This design comes from an exercise in tuning for small area, a short achievable clock period and few clock cycles per item on the open sky130 flow, not from production work.
No functional check of the RTL was part of any run shown here.
Power and IR drop assume default switching activity.

==> flow/design.v <==
package evt_router_pkg;
  typedef logic [31:0] evt_t;
  typedef logic [31:0] key_t;
  typedef logic [4:0] shift_t;
  typedef logic [2:0] route_t;
  typedef logic [7:0] cfg_addr_t;
  typedef logic [15:0] wait_t;
  typedef logic [31:0] count_t;
  localparam cfg_addr_t ADDR_MP_KEY        = 8'h00;
  localparam cfg_addr_t ADDR_MP_FMSK_BASE  = 8'h10;
  localparam cfg_addr_t ADDR_MP_FSFT_BASE  = 8'h18;
  localparam cfg_addr_t ADDR_RT_KEY_BASE   = 8'h20;
  localparam cfg_addr_t ADDR_RT_MASK_BASE  = 8'h40;
  localparam cfg_addr_t ADDR_RT_ROUTE_BASE = 8'h60;
  localparam cfg_addr_t ADDR_DROP_WAIT     = 8'h80;
endpackage
`timescale 1ns/1ps
module cfg_regs
#(
  parameter int NUM_MREGS = 4,
  parameter int NUM_RREGS = 16
)
(
  input  logic                        pl_clk0_buf_int,
  input  logic                        rst_n,
  input  logic                        cfg_wr,
  input  evt_router_pkg::cfg_addr_t   cfg_addr,
  input  evt_router_pkg::key_t        cfg_wdata,
  output evt_router_pkg::key_t        mp_key,
  output evt_router_pkg::key_t [NUM_MREGS-1:0] mp_fmsk,
  output evt_router_pkg::shift_t [NUM_MREGS-1:0] mp_fsft,
  output evt_router_pkg::key_t [NUM_RREGS-1:0] rt_key,
  output evt_router_pkg::key_t [NUM_RREGS-1:0] rt_mask,
  output evt_router_pkg::route_t [NUM_RREGS-1:0] rt_route,
  output evt_router_pkg::wait_t       dw_m1,
  output logic                        dw_zero
);
  logic                 clr;
  evt_router_pkg::key_t wd;
  always_ff @(posedge pl_clk0_buf_int or negedge rst_n)
  begin
    if (!rst_n)
      clr <= 1'b1;
    else
      clr <= 1'b0;
  end
  assign wd = clr ? '0 : cfg_wdata;
  logic                 we_key;
  logic                 we_dw;
  logic [NUM_MREGS-1:0] we_fmsk;
  logic [NUM_MREGS-1:0] we_fsft;
  logic [NUM_RREGS-1:0] we_rkey;
  logic [NUM_RREGS-1:0] we_rmsk;
  logic [NUM_RREGS-1:0] we_rrt;
  assign we_key = clr || (cfg_wr && cfg_addr == evt_router_pkg::ADDR_MP_KEY);
  assign we_dw  = clr || (cfg_wr && cfg_addr == evt_router_pkg::ADDR_DROP_WAIT);
  for (genvar i = 0; i < NUM_MREGS; i++)
  begin : g_mw
    assign we_fmsk[i] = clr || (cfg_wr &&
      cfg_addr == evt_router_pkg::cfg_addr_t'(evt_router_pkg::ADDR_MP_FMSK_BASE + i));
    assign we_fsft[i] = clr || (cfg_wr &&
      cfg_addr == evt_router_pkg::cfg_addr_t'(evt_router_pkg::ADDR_MP_FSFT_BASE + i));
  end
  for (genvar i = 0; i < NUM_RREGS; i++)
  begin : g_rw
    assign we_rkey[i] = clr || (cfg_wr &&
      cfg_addr == evt_router_pkg::cfg_addr_t'(evt_router_pkg::ADDR_RT_KEY_BASE + i));
    assign we_rmsk[i] = clr || (cfg_wr &&
      cfg_addr == evt_router_pkg::cfg_addr_t'(evt_router_pkg::ADDR_RT_MASK_BASE + i));
    assign we_rrt[i]  = clr || (cfg_wr &&
      cfg_addr == evt_router_pkg::cfg_addr_t'(evt_router_pkg::ADDR_RT_ROUTE_BASE + i));
  end
  always_ff @(posedge pl_clk0_buf_int)
  begin
    if (we_key)
      mp_key <= wd;
    if (we_dw)
    begin
      dw_m1   <= evt_router_pkg::wait_t'(wd) - 1'b1;
      dw_zero <= (evt_router_pkg::wait_t'(wd) == '0);
    end
    for (int i = 0; i < NUM_MREGS; i++)
    begin
      if (we_fmsk[i])
        mp_fmsk[i] <= wd;
      if (we_fsft[i])
        mp_fsft[i] <= evt_router_pkg::shift_t'(wd);
    end
    for (int i = 0; i < NUM_RREGS; i++)
    begin
      if (we_rkey[i])
        rt_key[i] <= wd;
      if (we_rmsk[i])
        rt_mask[i] <= wd;
      if (we_rrt[i])
        rt_route[i] <= evt_router_pkg::route_t'(wd);
    end
  end
endmodule
`timescale 1ns/1ps
module evt_mapper
#(
  parameter int NUM_MREGS = 4
)
(
  input  logic                      pl_clk0_buf_int,
  input  logic                      rst_n,
  input  logic                      go,
  input  logic                      go_nxt,
  input  evt_router_pkg::key_t      mp_key,
  input  evt_router_pkg::key_t [NUM_MREGS-1:0] mp_fmsk,
  input  evt_router_pkg::shift_t [NUM_MREGS-1:0] mp_fsft,
  input  logic                      evt_vld,
  input  evt_router_pkg::evt_t      evt_data,
  output logic                      evt_rdy,
  output logic                      map_vld,
  output evt_router_pkg::key_t      map_key
);
  logic                 in_vld;
  evt_router_pkg::evt_t in_data;
  evt_router_pkg::key_t key_nxt;
  logic                 in_vld_nxt;
  assign in_vld_nxt = evt_rdy ? evt_vld : in_vld;
  always_ff @(posedge pl_clk0_buf_int or negedge rst_n)
  begin
    if (!rst_n)
    begin
      in_vld  <= 1'b0;
      map_vld <= 1'b0;
      evt_rdy <= 1'b0;
    end
    else
    begin
      in_vld  <= in_vld_nxt;
      evt_rdy <= go_nxt || !in_vld_nxt;
      if (go)
        map_vld <= in_vld;
    end
  end
  always_comb
  begin
    key_nxt = mp_key;
    for (int i = 0; i < NUM_MREGS; i++)
      key_nxt = key_nxt | ((in_data & mp_fmsk[i]) >> mp_fsft[i]);
  end
  always_ff @(posedge pl_clk0_buf_int)
  begin
    if (evt_rdy)
      in_data <= evt_data;
    if (go)
      map_key <= key_nxt;
  end
endmodule
`timescale 1ns/1ps
module route_lookup
#(
  parameter int NUM_RREGS    = 16,
  parameter int NUM_CHANNELS = 8
)
(
  input  logic                      pl_clk0_buf_int,
  input  logic                      rst_n,
  input  logic                      go,
  input  evt_router_pkg::key_t [NUM_RREGS-1:0] rt_key,
  input  evt_router_pkg::key_t [NUM_RREGS-1:0] rt_mask,
  input  evt_router_pkg::route_t [NUM_RREGS-1:0] rt_route,
  input  logic                      map_vld,
  input  evt_router_pkg::key_t      map_key,
  output logic                      lkp_push,
  output evt_router_pkg::key_t      lkp_key,
  output logic [NUM_CHANNELS-1:0]   lkp_ch,
  output evt_router_pkg::count_t    unmatched_cnt
);
  logic                   mt_vld;
  logic [NUM_RREGS-1:0]   mt_hit;
  logic                   hit;
  evt_router_pkg::route_t hit_route;
  always_ff @(posedge pl_clk0_buf_int or negedge rst_n)
  begin
    if (!rst_n)
      mt_vld <= 1'b0;
    else if (go)
      mt_vld <= map_vld;
  end
  always_ff @(posedge pl_clk0_buf_int)
  begin
    if (go)
    begin
      lkp_key <= map_key;
      for (int i = 0; i < NUM_RREGS; i++)
        mt_hit[i] <= ((map_key & rt_mask[i]) == rt_key[i]);
    end
  end
  always_comb
  begin
    hit_route = '0;
    for (int i = NUM_RREGS - 1; i >= 0; i--)
      if (mt_hit[i])
        hit_route = rt_route[i];
  end
  assign hit = |mt_hit;
  for (genvar c = 0; c < NUM_CHANNELS; c++)
  begin : g_ch
    assign lkp_ch[c] = (hit_route == evt_router_pkg::route_t'(c));
  end
  assign lkp_push = go && mt_vld && hit;
  always_ff @(posedge pl_clk0_buf_int or negedge rst_n)
  begin
    if (!rst_n)
      unmatched_cnt <= '0;
    else if (go && mt_vld && !hit)
      unmatched_cnt <= unmatched_cnt + 1'b1;
  end
endmodule
`timescale 1ns/1ps
module chan_dispatch
#(
  parameter int NUM_CHANNELS = 8,
  parameter int NUM_TRK      = 2,     
  parameter int NUM_Q        = 3      
)
(
  input  logic                      pl_clk0_buf_int,
  input  logic                      rst_n,
  input  evt_router_pkg::wait_t     dw_m1,
  input  logic                      dw_zero,
  output logic                      go,
  output logic                      go_nxt,
  input  logic                      lkp_push,
  input  evt_router_pkg::key_t      lkp_key,
  input  logic [NUM_CHANNELS-1:0]   lkp_ch,
  output logic [NUM_CHANNELS-1:0]   ch_vld,
  output evt_router_pkg::key_t [NUM_CHANNELS-1:0] ch_key,
  input  logic [NUM_CHANNELS-1:0]   ch_rdy,
  output evt_router_pkg::count_t    dropped_cnt
);
  localparam int TW = (NUM_TRK > 1) ? $clog2(NUM_TRK) : 1;
  logic [NUM_Q-1:0]          q_vld;
  evt_router_pkg::key_t      q_key [NUM_Q];
  logic [NUM_CHANNELS-1:0]   q_ch  [NUM_Q];
  logic [NUM_TRK-1:0]        t_bsy;
  evt_router_pkg::route_t    t_ch [NUM_TRK];
  evt_router_pkg::wait_t     t_rem [NUM_TRK];   
  logic [NUM_TRK-1:0]        t_exp;      
  logic [NUM_TRK-1:0]        t_drop;
  logic [NUM_TRK-1:0]        t_keep;     
  logic [NUM_CHANNELS-1:0]   c_exp;
  logic [NUM_CHANNELS-1:0]   c_stay;
  logic [NUM_CHANNELS-1:0]   c_load;
  logic                      few;        
  logic                      pop;
  logic [TW-1:0]             t_sel;
  evt_router_pkg::route_t    q0_rt;
  logic [1:0]                n_drop;
  logic [1:0]                drop_pend;
  always_comb
  begin
    for (int c = 0; c < NUM_CHANNELS; c++)
    begin
      c_exp[c] = 1'b0;
      for (int i = 0; i < NUM_TRK; i++)
        if (t_bsy[i] && t_exp[i] && t_ch[i] == evt_router_pkg::route_t'(c))
          c_exp[c] = 1'b1;
    end
  end
  assign c_stay = ch_vld & ~ch_rdy & ~c_exp;
  always_comb
  begin
    int n;
    n = 0;
    for (int i = 0; i < NUM_TRK; i++)
    begin
      t_drop[i] = t_bsy[i] && t_exp[i] && !ch_rdy[t_ch[i]];
      t_keep[i] = t_bsy[i] && !t_exp[i] && !ch_rdy[t_ch[i]];
      n = n + int'(t_keep[i]);
    end
    few = (n < NUM_TRK);
  end
  logic [NUM_Q-1:0]          q_ld;
  logic [NUM_Q-1:0]          q_sel;
  logic [NUM_Q-1:0]          q_sh;       
  logic [NUM_Q-1:0]          q_tv;       
  logic [NUM_Q-1:0]          q_put;      
  logic [NUM_Q-1:0]          q_nxt;
  evt_router_pkg::key_t      s_key;
  logic [NUM_CHANNELS-1:0]   s_ch;
  always_comb
  begin
    logic found;
    found = 1'b0;
    s_key = '0;
    s_ch  = '0;
    for (int i = 0; i < NUM_Q; i++)
    begin
      q_ld[i]  = q_vld[i] && few && |(q_ch[i] & ~c_stay);
      q_sel[i] = q_ld[i] && !found;
      found    = found || q_ld[i];
      q_sh[i]  = found;
      if (q_sel[i])
      begin
        s_key = s_key | q_key[i];
        s_ch  = s_ch  | q_ch[i];
      end
    end
    for (int i = 0; i < NUM_Q; i++)
      q_tv[i] = q_sh[i] ? ((i + 1 < NUM_Q) ? q_vld[(i + 1) % NUM_Q] : 1'b0) : q_vld[i];
    for (int i = 0; i < NUM_Q; i++)
      q_put[i] = lkp_push && !q_tv[i] && ((i == 0) ? 1'b1 : q_tv[(i + NUM_Q - 1) % NUM_Q]);
    q_nxt = q_tv | q_put;
  end
  assign pop    = |q_sel;
  assign c_load = s_ch & {NUM_CHANNELS{pop}};
  assign go_nxt = !(&q_nxt);
  always_comb
  begin
    q0_rt = '0;
    for (int c = 0; c < NUM_CHANNELS; c++)
      if (s_ch[c])
        q0_rt = evt_router_pkg::route_t'(c);
    n_drop = '0;
    t_sel  = '0;
    for (int i = 0; i < NUM_TRK; i++)
      n_drop = n_drop + 2'(t_drop[i]);
    for (int i = NUM_TRK - 1; i >= 0; i--)
      if (!t_keep[i])
        t_sel = TW'(i);
  end
  always_ff @(posedge pl_clk0_buf_int or negedge rst_n)
  begin
    if (!rst_n)
    begin
      q_vld <= '0;
      go    <= 1'b0;
    end
    else
    begin
      q_vld <= q_nxt;
      go    <= go_nxt;
    end
  end
  always_ff @(posedge pl_clk0_buf_int)
  begin
    for (int i = 0; i < NUM_Q; i++)
    begin
      if (q_put[i])
      begin
        q_key[i] <= lkp_key;
        q_ch[i]  <= lkp_ch;
      end
      else if (q_sh[i] && i + 1 < NUM_Q)
      begin
        q_key[i] <= q_key[(i + 1) % NUM_Q];
        q_ch[i]  <= q_ch[(i + 1) % NUM_Q];
      end
    end
  end
  always_ff @(posedge pl_clk0_buf_int or negedge rst_n)
  begin
    if (!rst_n)
    begin
      ch_vld <= '0;
      t_bsy  <= '0;
    end
    else
    begin
      ch_vld <= c_stay | c_load;
      for (int i = 0; i < NUM_TRK; i++)
        t_bsy[i] <= t_keep[i] || (pop && t_sel == TW'(i));
    end
  end
  always_ff @(posedge pl_clk0_buf_int)
  begin
    for (int c = 0; c < NUM_CHANNELS; c++)
      if (c_load[c])
        ch_key[c] <= s_key;
    for (int i = 0; i < NUM_TRK; i++)
    begin
      if (pop && t_sel == TW'(i))
      begin
        t_ch[i]  <= q0_rt;
        t_rem[i] <= dw_m1;
        t_exp[i] <= !dw_zero && (dw_m1 == '0);
      end
      else
      begin
        t_rem[i] <= t_rem[i] - 1'b1;
        t_exp[i] <= !dw_zero && (t_rem[i] == evt_router_pkg::wait_t'(1));
      end
    end
  end
  always_ff @(posedge pl_clk0_buf_int or negedge rst_n)
  begin
    if (!rst_n)
    begin
      drop_pend   <= '0;
      dropped_cnt <= '0;
    end
    else
    begin
      drop_pend   <= n_drop;
      dropped_cnt <= dropped_cnt + evt_router_pkg::count_t'(drop_pend);
    end
  end
endmodule
`timescale 1ns/1ps
module evt_router_top
#(
  parameter int NUM_MREGS    = 4,
  parameter int NUM_RREGS    = 16,
  parameter int NUM_CHANNELS = 8
)
(
  input  logic                        pl_clk0_buf_int,
  input  logic                        rst_n,
  input  logic                        cfg_wr,
  input  evt_router_pkg::cfg_addr_t   cfg_addr,
  input  evt_router_pkg::key_t        cfg_wdata,
  input  logic                        evt_vld,
  input  evt_router_pkg::evt_t        evt_data,
  output logic                        evt_rdy,
  output logic [NUM_CHANNELS-1:0]     ch_vld,
  output logic [NUM_CHANNELS*32-1:0] ch_key,    
  input  logic [NUM_CHANNELS-1:0]     ch_rdy,
  output evt_router_pkg::count_t      unmatched_cnt,
  output evt_router_pkg::count_t      dropped_cnt
);
  evt_router_pkg::key_t      mp_key;
  evt_router_pkg::key_t [NUM_MREGS-1:0] mp_fmsk;
  evt_router_pkg::shift_t [NUM_MREGS-1:0] mp_fsft;
  evt_router_pkg::key_t [NUM_RREGS-1:0] rt_key;
  evt_router_pkg::key_t [NUM_RREGS-1:0] rt_mask;
  evt_router_pkg::route_t [NUM_RREGS-1:0] rt_route;
  evt_router_pkg::wait_t     dw_m1;
  logic                      dw_zero;
  evt_router_pkg::key_t [NUM_CHANNELS-1:0] ch_key_a;
  assign ch_key = ch_key_a;
  logic                      go;
  logic                      go_nxt;
  logic                      map_vld;
  evt_router_pkg::key_t      map_key;
  logic                      lkp_push;
  evt_router_pkg::key_t      lkp_key;
  logic [NUM_CHANNELS-1:0]   lkp_ch;
  cfg_regs #(.NUM_MREGS (NUM_MREGS), .NUM_RREGS (NUM_RREGS)) cr (
      .pl_clk0_buf_int (pl_clk0_buf_int)
    , .rst_n           (rst_n)
    , .cfg_wr          (cfg_wr)
    , .cfg_addr        (cfg_addr)
    , .cfg_wdata       (cfg_wdata)
    , .mp_key          (mp_key)
    , .mp_fmsk         (mp_fmsk)
    , .mp_fsft         (mp_fsft)
    , .rt_key          (rt_key)
    , .rt_mask         (rt_mask)
    , .rt_route        (rt_route)
    , .dw_m1           (dw_m1)
    , .dw_zero         (dw_zero)
    );
  evt_mapper #(.NUM_MREGS (NUM_MREGS)) em (
      .pl_clk0_buf_int (pl_clk0_buf_int)
    , .rst_n           (rst_n)
    , .go              (go)
    , .go_nxt          (go_nxt)
    , .mp_key          (mp_key)
    , .mp_fmsk         (mp_fmsk)
    , .mp_fsft         (mp_fsft)
    , .evt_vld         (evt_vld)
    , .evt_data        (evt_data)
    , .evt_rdy         (evt_rdy)
    , .map_vld         (map_vld)
    , .map_key         (map_key)
    );
  route_lookup #(.NUM_RREGS (NUM_RREGS), .NUM_CHANNELS (NUM_CHANNELS)) rl (
      .pl_clk0_buf_int (pl_clk0_buf_int)
    , .rst_n           (rst_n)
    , .go              (go)
    , .rt_key          (rt_key)
    , .rt_mask         (rt_mask)
    , .rt_route        (rt_route)
    , .map_vld         (map_vld)
    , .map_key         (map_key)
    , .lkp_push        (lkp_push)
    , .lkp_key         (lkp_key)
    , .lkp_ch          (lkp_ch)
    , .unmatched_cnt   (unmatched_cnt)
    );
  chan_dispatch #(.NUM_CHANNELS (NUM_CHANNELS)) cd (
      .pl_clk0_buf_int (pl_clk0_buf_int)
    , .rst_n           (rst_n)
    , .dw_m1           (dw_m1)
    , .dw_zero         (dw_zero)
    , .go              (go)
    , .go_nxt          (go_nxt)
    , .lkp_push        (lkp_push)
    , .lkp_key         (lkp_key)
    , .lkp_ch          (lkp_ch)
    , .ch_vld          (ch_vld)
    , .ch_key          (ch_key_a)
    , .ch_rdy          (ch_rdy)
    , .dropped_cnt     (dropped_cnt)
    );
endmodule
==> flow/run.sh <==
#!/bin/bash
# synth_recipe.tcl (not shown) runs the flow's synth.tcl, then flattens the netlist and writes it again
# the make line also repeats each setting of config.mk as NAME=value (left out here)
make -C /OpenROAD-flow-scripts/flow DESIGN_CONFIG=/design/flow/config.mk WORK_HOME=/design/flow/orfs CLKGATE_MAP_FILE= SYNTH_SCRIPT=/design/flow/synth_recipe.tcl finish
==> flow/config.mk <==
export PLATFORM = sky130hd
export DESIGN_NAME = evt_router_top
export DESIGN_NICKNAME = evt_router_top
export VERILOG_FILES = /design/flow/design.v
export SDC_FILE = /design/flow/constraint.sdc
export NUM_CORES = 4
export LEC_CHECK = 0
export CAP_MARGIN = 20
export CORE_MARGIN = 2
export CORE_UTILIZATION = 40
export SETUP_SLACK_MARGIN = 3.0
export SLEW_MARGIN = 20
==> flow/constraint.sdc <==
create_clock -name core_clock -period 5.5 [get_ports {pl_clk0_buf_int}]
set_input_delay 1.1000 -clock core_clock [delete_from_list [all_inputs] [get_ports {pl_clk0_buf_int}]]
set_output_delay 1.1000 -clock core_clock [all_outputs]
set_load 0.01 [all_outputs]
==> run summary, run 1 <==
CTS buffer count 185; Reg2Reg Setup Slack 2.09 ns; worst endpoint required time 6.08 ns; crit path kind primary input to register; Max-slew headroom 0.0696; final hold violation count 0; filler instances 15300; Reg2Reg Capture Point cd.q_key[1][2]; Bufs on Longest Clock Path 3; slowest cell delay on critical path 0.53 ns; first-pass GRT wire length 358000 um; FP Rows 160; crit path buf inv count 5; Slowest cell on crit path or4_4; clock root buffer clkbuf_16; ys flop type edfxtp_1; static leakage 36.2 nW; Total Nets Final 6571; vias per cell 5.60; Residual DRC 0; GP Congestion 0.963; die height 442 um; dominant cell type by area after synthesis edfxtp_1; core area 190000 sq um; CP arrival 4.01 ns; DP Wirelength 150000 um; maximum vdd ir drop 265 uV; Worst Setup EP cd.ch_key[226]; Ports 413; top cells by area, synth edfxtp_1, xnor2_1, nand2_1, dfrtp_1, mux2i_1; Final Critical Period 3.43 ns; die area 195000 sq um; setup TNS 0 ns; RSZ-0062 raised after global routing yes; Chip Width 442 um; Max Fclk 0.292 GHz; reg2reg path depth 14; CP Cell Sequence clkdlybuf4s15_1 -> nand2b_4 -> a22o_1 -> or4_4 -> a2111oi_4 -> a31oi_4 -> nor3b_4 -> buf_12 -> a221o_1 -> nand2_2 -> clkinvlp_4 -> buf_12 -> buf_12; CP Launch Point ch_rdy[3]; via count 51200; Mapped Nets 5416; top sig layer met5; Num Clock Sinks 1882; DRT met1 WL 101000 um; post-layout util 0.536; initial antenna violation count 18; Seq/Total Area, Yosys 0.727; 1st-pass router iterations 8; DRT antenna net count 0; worst skew pair latency 0.84 ns; GR Util All Layers 0.254; final period utilization 0.623; Gate Count Post-Synth 5322; final setup vio count 0; largest net degree at the start of global routing 70; status finished clean; clock slew at reported path FFs 0.06 ns; RR Startpoint cd.t_ch[0][0]; CP endpoint kind register; Iter 0 DRT Violations 5395; CTS H-Tree Depth 4; post-synth top area share 0.690; Area Overhead vs Synth 33.0%; CP delay by family, top compound AO/OA/AOI/OAI gates; GR Overflow Total 0; Setup WS pre-CTS 0.336 ns; mean routed wirelength per cell 28.9 um; max-slew violations 0; worst min path class primary input to async pin; CP dominant cell by count buf_12; Initial Util 0.403; distinct cell type count after synthesis 78; WP depth 13; Synthesis Warnings 8; Mean Syn Cell Area 14.4 sq um; Synth async-reset ratio 0.0452; worst-margin pin slew 1.39 ns; DR WL met3 21000 um; pwr/cell area 326 nW/um^2; routed length on met2 130000 um; Final Skew 0.0345 ns; final worst slack 2.07 ns; CP Launch Type primary input; CTS tree done; I/O Buffers 412; Post-Syn Area 76700 sq um; cts hold-fix bufs 0; vias in the first global route 48700; CP Max Fanout 8; Max-cap violations 0; Post-synth EDFFs 1763; layout cells sized above 1 0.323; #FFs+latches synth 1882; Post-Route WL 264000 um
[placed cells by master (no fill, tap or decap), types with 35 or more instances in the layout]
cell type           n
xor2_1             37
buf_16             47
xnor2_1           572
nor2_1            190
o21ai_4            61
clkbuf_16         207
buf_2             259
nand3_1           123
nand2_1           771
buf_4             450
mux2i_2            36
mux2_4             75
o21ai_2            72
nand4_1            47
nand3_2            35
dfrtp_1            76
nor2_4             67
buf_6             193
nor4_1            141
buf_12            101
o21ai_1            73
edfxtp_1         1763
clkdlybuf4s50_1    68
a21oi_1            55
clkbuf_1           35
mux2i_1           106
clkinv_1           39
o21ai_0            45
[state kept, by name, indices dropped and copies added, names as in the netlist, 2 cells and up]
| register | cells |
|---|---|
| cr.rt_key | 512 |
| cr.rt_mask | 512 |
| cd.ch_key | 256 |
| cr.mp_fmsk | 128 |
| cd.q_key | 96 |
| cr.rt_route | 48 |
| cd.dropped_cnt | 32 |
| cd.t_rem | 32 |
| cr.mp_key | 32 |
| em.in_data | 32 |
| em.map_key | 32 |
| rl.lkp_key | 32 |
| rl.unmatched_cnt | 32 |
| cd.q_ch | 24 |
| cr.mp_fsft | 20 |
| cr.dw_m1 | 16 |
| rl.mt_hit | 16 |
| cd.ch_vld | 8 |
| cd.t_ch | 6 |
| cd.q_vld | 3 |
| cd.drop_pend | 2 |
| cd.t_bsy | 2 |
| cd.t_exp | 2 |
[worst register-to-register path, stage by stage (launching register included)]
cell and delay, ns:
edfxtp_1 0.42, buf_6 0.16, buf_6 0.14, buf_6 0.12
mux4_2 0.30, mux2i_4 0.21, nand3b_1 0.17, or2_4 0.29
o2111ai_2 0.07, o311a_1 0.23, or3b_4 0.43, buf_12 0.16
buf_16 0.15, buf_16 0.16, nand2_8 0.10
[stage by stage]
step	power (mW)	area, sq um	hold WS, ns	cells
after global routing	34.2	102000	0.362	9137
final	33.3	102000	0.330	9141
after detailed placement	20.1	85200	0.461	8136
after global placement	20.0	85100	0.453	8135
after CTS	33.1	97900	0.321	8950
after floorplan	18.7	77800	0.424	5322
[logic make-up (layout without fill, tap and decap cells)]
| kind of cell | after synthesis | count (layout) | share of synthesized area |
|---|---|---|---|
| flops | 1882 | 1882 | 0.727 |
| simple gates | 1693 | 1714 | 0.0997 |
| xor+xnor | 611 | 611 | 0.0697 |
| compound gates | 565 | 583 | 0.0462 |
| mux | 280 | 280 | 0.0413 |
| buf+inv | 280 | 1545 | 0.0148 |
| fa+ha+maj | 10 | 10 | 0.00173 |
| other cells | 1 | 5 | 0.0000489 |
[per-layer routing]
layer | GRT usage | vias to the layer above
li1 | - | 22100
met1 | 0.323 | 26000
met2 | 0.439 | 2583
met3 | 0.0437 | 573
met4 | 0.0857 | 4
met5 | 0 | -
[how the worst min path moves through the flow]
stage               slack (ns)            start                  to
floorplan                 0.42    em.map_key[0]       rl.lkp_key[0]
global placement          0.45   em.map_key[20]      rl.lkp_key[20]
detailed placement        0.46  cd.drop_pend[0]   cd.dropped_cnt[0]
CTS                       0.32            rst_n  cd.dropped_cnt[30]
global route              0.36            rst_n  cd.dropped_cnt[30]
finish                    0.33            rst_n  cd.dropped_cnt[30]
[final cells by class]
cell class                 count  area [sq um]  area share
clock inverter               105          1070      0.0105
timing repair buffer        1168         11700       0.115
sequential                  1882         55800       0.547
multi-input combinational   3199         25100       0.246
clock buffer                 231          4990      0.0489
antenna                        4          10.0   0.0000981
tap                         2511          3140      0.0308
inverter                      39           249     0.00244
timing repair inverter         2          20.0    0.000196
[synth_stat cells, types with 37 or more instances]
| cell | instances |
|---|---|
| clkbuf_1 | 174 |
| nor2b_1 | 52 |
| nor4_1 | 146 |
| mux2i_1 | 165 |
| a221oi_1 | 42 |
| mux2_2 | 76 |
| edfxtp_1 | 1763 |
| nor2_1 | 285 |
| xor2_1 | 37 |
| o21ai_0 | 233 |
| nand3_1 | 170 |
| nand4_1 | 47 |
| xnor2_1 | 574 |
| o22ai_1 | 41 |
| dfrtp_1 | 84 |
| buf_1 | 37 |
| nand2_1 | 824 |
| nor3_1 | 45 |
| a21oi_1 | 93 |
[power breakdown]
group / switching (mW) / internal, mW
clock: 5.51 / 7.20
combinational: 2.37 / 1.41
sequential: 0.371 / 16.4
[repair_timing]
item	in CTS	in global routing
pin swaps	183	162
gates cloned	77	33
buffers inserted	401	154
resized for setup	2137	510
setup endpoints to repair	2589	2257
==> run 2: changes to the inputs <==
--- a/flow/config.mk
+++ b/flow/config.mk
@@ -7,6 +7,6 @@
 export LEC_CHECK = 0
 export CAP_MARGIN = 20
 export CORE_MARGIN = 2
-export CORE_UTILIZATION = 40
+export CORE_UTILIZATION = 60
 export SETUP_SLACK_MARGIN = 3.0
 export SLEW_MARGIN = 20
==> run summary, run 2 <==
CP Cell Sequence mux2i_1 -> nor4_2 -> or4_4 -> a2111oi_4 -> a31oi_4 -> buf_6 -> buf_6 -> nand3b_1 -> a311o_1 -> clkinvlp_4 -> o211ai_1 -> nand2_1; clock root buffer clkbuf_16; Chip Width 362 um (-18%); Max-cap violations 0 (unchanged); Max Fclk 0.277 GHz (-4.9%); Area Overhead vs Synth 31.5%; pwr/cell area 332 nW/um^2 (+1.7%); Residual DRC 0 (unchanged); GR Util All Layers 0.397 (+0.143); commonest cells in the netlist edfxtp_1, nand2_1, xnor2_1, nor2_1, o21ai_0; first-pass GRT wire length 365000 um (+1.9%); Final Critical Period 3.60 ns (+0.178 ns); #FFs+latches synth 1882 (unchanged); clock power share 0.384 (+0.002); Final Skew 0.0478 ns (+0.0133 ns); Bufs on Longest Clock Path 3 (unchanged); distinct cell type count after synthesis 78 (unchanged); CTS H-Tree Depth 4 (unchanged); CP delay by family, top compound AO/OA/AOI/OAI gates; final period utilization 0.655 (+0.0324); initial antenna violation count 12 (-6); setup TNS 0 ns (unchanged); via count 54000 (+5.4%); fin area 101000 sq um (-1.1%); Post-synth EDFFs 1763 (unchanged); RSZ-0062 raised after global routing yes; layout cells sized above 1 0.323 (-0.000696); Reg2Reg Setup Slack 1.90 ns (-0.19 ns); CP endpoint kind register; Internal 25.0 mW (-0.11%); commonest non-fill, non-tap cell in the layout edfxtp_1; cts hold-fix bufs 0 (unchanged); Ports 413 (unchanged); vias per cell 6.50 (+16%); Mapped Nets 5416 (unchanged); die height 362 um (-18%); CP dominant cell by count buf_6; CTS buffer count 185 (unchanged); mean routed wirelength per cell 33.4 um (+16%); Synthesis Warnings 8 (unchanged); Synth async-reset ratio 0.0452 (unchanged); top cells by area, synth edfxtp_1, xnor2_1, nand2_1, dfrtp_1, mux2i_1; GP Congestion 0.977 (+1.4%); FP Rows 131 (-18%); CP Launch Point cd.q_ch[2][1]; worst min path class primary input to async pin; Reg2Reg Capture Point cd.t_ch[0][1]; static leakage 36.4 nW (+0.45%); crit path kind register to register; Num Clock Sinks 1882 (unchanged); reg2reg path depth 12 (-2); Iter 0 DRT Violations 7946 (+47%); CP Launch Type register; Top Registers cr.rt_key (512), cr.rt_mask (512), cd.ch_key (256); Mean Syn Cell Area 14.4 sq um (unchanged); Seq/Total Area, Yosys 0.727 (unchanged); worst-margin pin slew 1.25 ns (-0.143 ns); worst skew pair latency 0.85 ns (about the same); I/O Buffers 412 (unchanged); max-slew violations 0 (unchanged); Gate Count Post-Synth 5322 (unchanged); post-synth top area share 0.690 (unchanged); DP Wirelength 148000 um (-1.3%); status finished clean; Total Nets Final 6568 (-0.046%); largest net degree at the start of global routing 59 (-16%); CP arrival 4.14 ns (+0.13 ns); slowest cell delay on critical path 0.58 ns (+0.05 ns); Net Switching 8.47 mW (+2.7%); Post-Syn Area 76700 sq um (unchanged); core area 127000 sq um (-33%); Initial Util 0.603 (+0.200); DRT antenna net count 0 (unchanged); vias in the first global route 50100 (+3.0%); Post-Route WL 277000 um (+5.1%); die area 131000 sq um (-33%); most frequent cells in the layout edfxtp_1, nand2_1, xnor2_1; Max-slew headroom 0.169 (+0.0994); CP Max Fanout 5 (-3); maximum vdd ir drop 355 uV (+34%); clock slew at reported path FFs 0.07 ns (about the same); CTS tree done; final setup vio count 0 (unchanged); 1st-pass router iterations 10 (+2); Slowest cell on crit path edfxtp_1; ys flop type edfxtp_1; RR Startpoint cd.q_ch[2][1]; Comb power frac 0.113 (about the same); final hold violation count 0 (unchanged); worst endpoint required time 6.04 ns (-0.04 ns); Area after DPL 84100 sq um (-1.2%); Net Sw Frac 0.253 (+0.00516); GR Overflow Total 0 (unchanged); crit path buf inv count 3 (-2); count leader, synth edfxtp_1; dominant cell type by area after synthesis edfxtp_1; register share of total power 0.502 (-0.002)
run 2: cell counts after synthesis:
No cell type changed its count.
run 2: cell families (layout without fill, tap and decap cells):
kind of cell	after synthesis	after routing	synth area share
multiplexers	280	280	0.0413
buffers and inverters	280	1553	0.0148
flip-flops	1882	1882	0.727
AND/OR/NAND/NOR	1693	1713	0.0997
other	1	15	0.0000489
adder cells (fa/ha/maj)	10	10	0.00173
XOR/XNOR	611	611	0.0697
AO/OA/AOI/OAI	565	581	0.0462
run 2: power by group through the flow:
stage | Clock (mW) | Combinational [mW] | Sequential (mW)
global placement | 0 | 2.82 | 17.2
CTS | 12.7 | 3.44 | 16.8
detailed placement | 0 | 2.84 | 17.2
floorplan | 0 | 1.71 | 17.0
finish | 12.9 | 3.80 | 16.8
global route | 13.4 | 3.91 | 16.9
run 2: layout make-up:
class	instances	area (sq um)
inverters	39	218
flip-flops and latches	1882	55800
repair buffers	1170	11600
clock inverters	110	1250
fillers	6825	26300
well taps	1662	2080
diodes	14	35.0
multi-input cells	3196	25000
clock buffers	234	4870
run 2: metrics by stage:
stage                     hold WS (ns)  cells  utilization  setup slack [ns]  power, mW
after floorplan                  0.424   5322            -              1.55       18.7
after global placement           0.451   7294        0.662             0.472       20.0
after detailed placement         0.459   7294        0.662             0.420       20.0
after CTS                        0.339   8119        0.765              2.20       33.0
after global routing             0.399   8301        0.793              1.90       34.2
final                            0.386   8307        0.793              1.90       33.5
run 2: how the worst max path moves through the flow:
| stage | endpoint | slack (ns) | cells after the start |
|---|---|---|---|
| floorplan | cd.ch_key[224] | 1.55 | 9 |
| global placement | cd.q_key[1][11] | 0.47 | 10 |
| detailed placement | cd.q_key[1][9] | 0.42 | 10 |
| CTS | cd.ch_key[255] | 2.20 | 12 |
| global route | cd.t_ch[0][1] | 1.90 | 12 |
| finish | cd.t_ch[0][1] | 1.90 | 12 |
run 2: timing repair:
action	CTS	global route
resized for setup	2225	431
pin swaps	161	176
gates cloned	77	17
setup buffers	404	157
setup endpoints to repair	2606	2124
run 2: worst reg2reg max path, cell delays in order, from the launching register on:
cell and delay (ns):
edfxtp_1 0.58, mux2i_1 0.28, nor4_2 0.07, or4_4 0.52, a2111oi_4 0.26, a31oi_4 0.19
buf_6 0.16, buf_6 0.11, nand3b_1 0.08, a311o_1 0.39, clkinvlp_4 0.27, o211ai_1 0.26
nand2_1 0.14
run 2: routing by layer:
layer,global-route usage,vias to the layer above,share of wire
li1,-,22100,-
met1,0.520,26800,0.35
met2,0.626,4070,0.46
met3,0.0813,984,0.11
met4,0.225,8,0.077
met5,0,-,0.00019

[re-timing with driven ports]
The results above use ideal ports. As a check the final layouts listed here were re-extracted and re-timed, cells and wires unchanged.
Step 1: set_driving_cell puts a clkbuf_16 on pl_clk0_buf_int and a buf_2 on each other input, an assumption about the parent block.
Step 2 times the ports against the registers' clock, not the clock port: input delays grow and output delays shrink by t, the midpoint of the rising clock arrivals with the driver on.
Three values: no drivers, after step 1, after step 2; two values: the first two.
run | t, ns | setup WS [ns] | worst register clock-pin slew, ns
run 1 | 0.915 | 2.074 / 2.088 / 1.213 | 0.08 / 0.08
run 2 | 0.909 | 1.895 / 1.895 / 1.074 | 0.08 / 0.08
After both steps setup and hold are still met in every run listed. The setup slack of run 1, which loses most, moves by +0.014 ns with the drivers and by -0.861 ns with both steps.
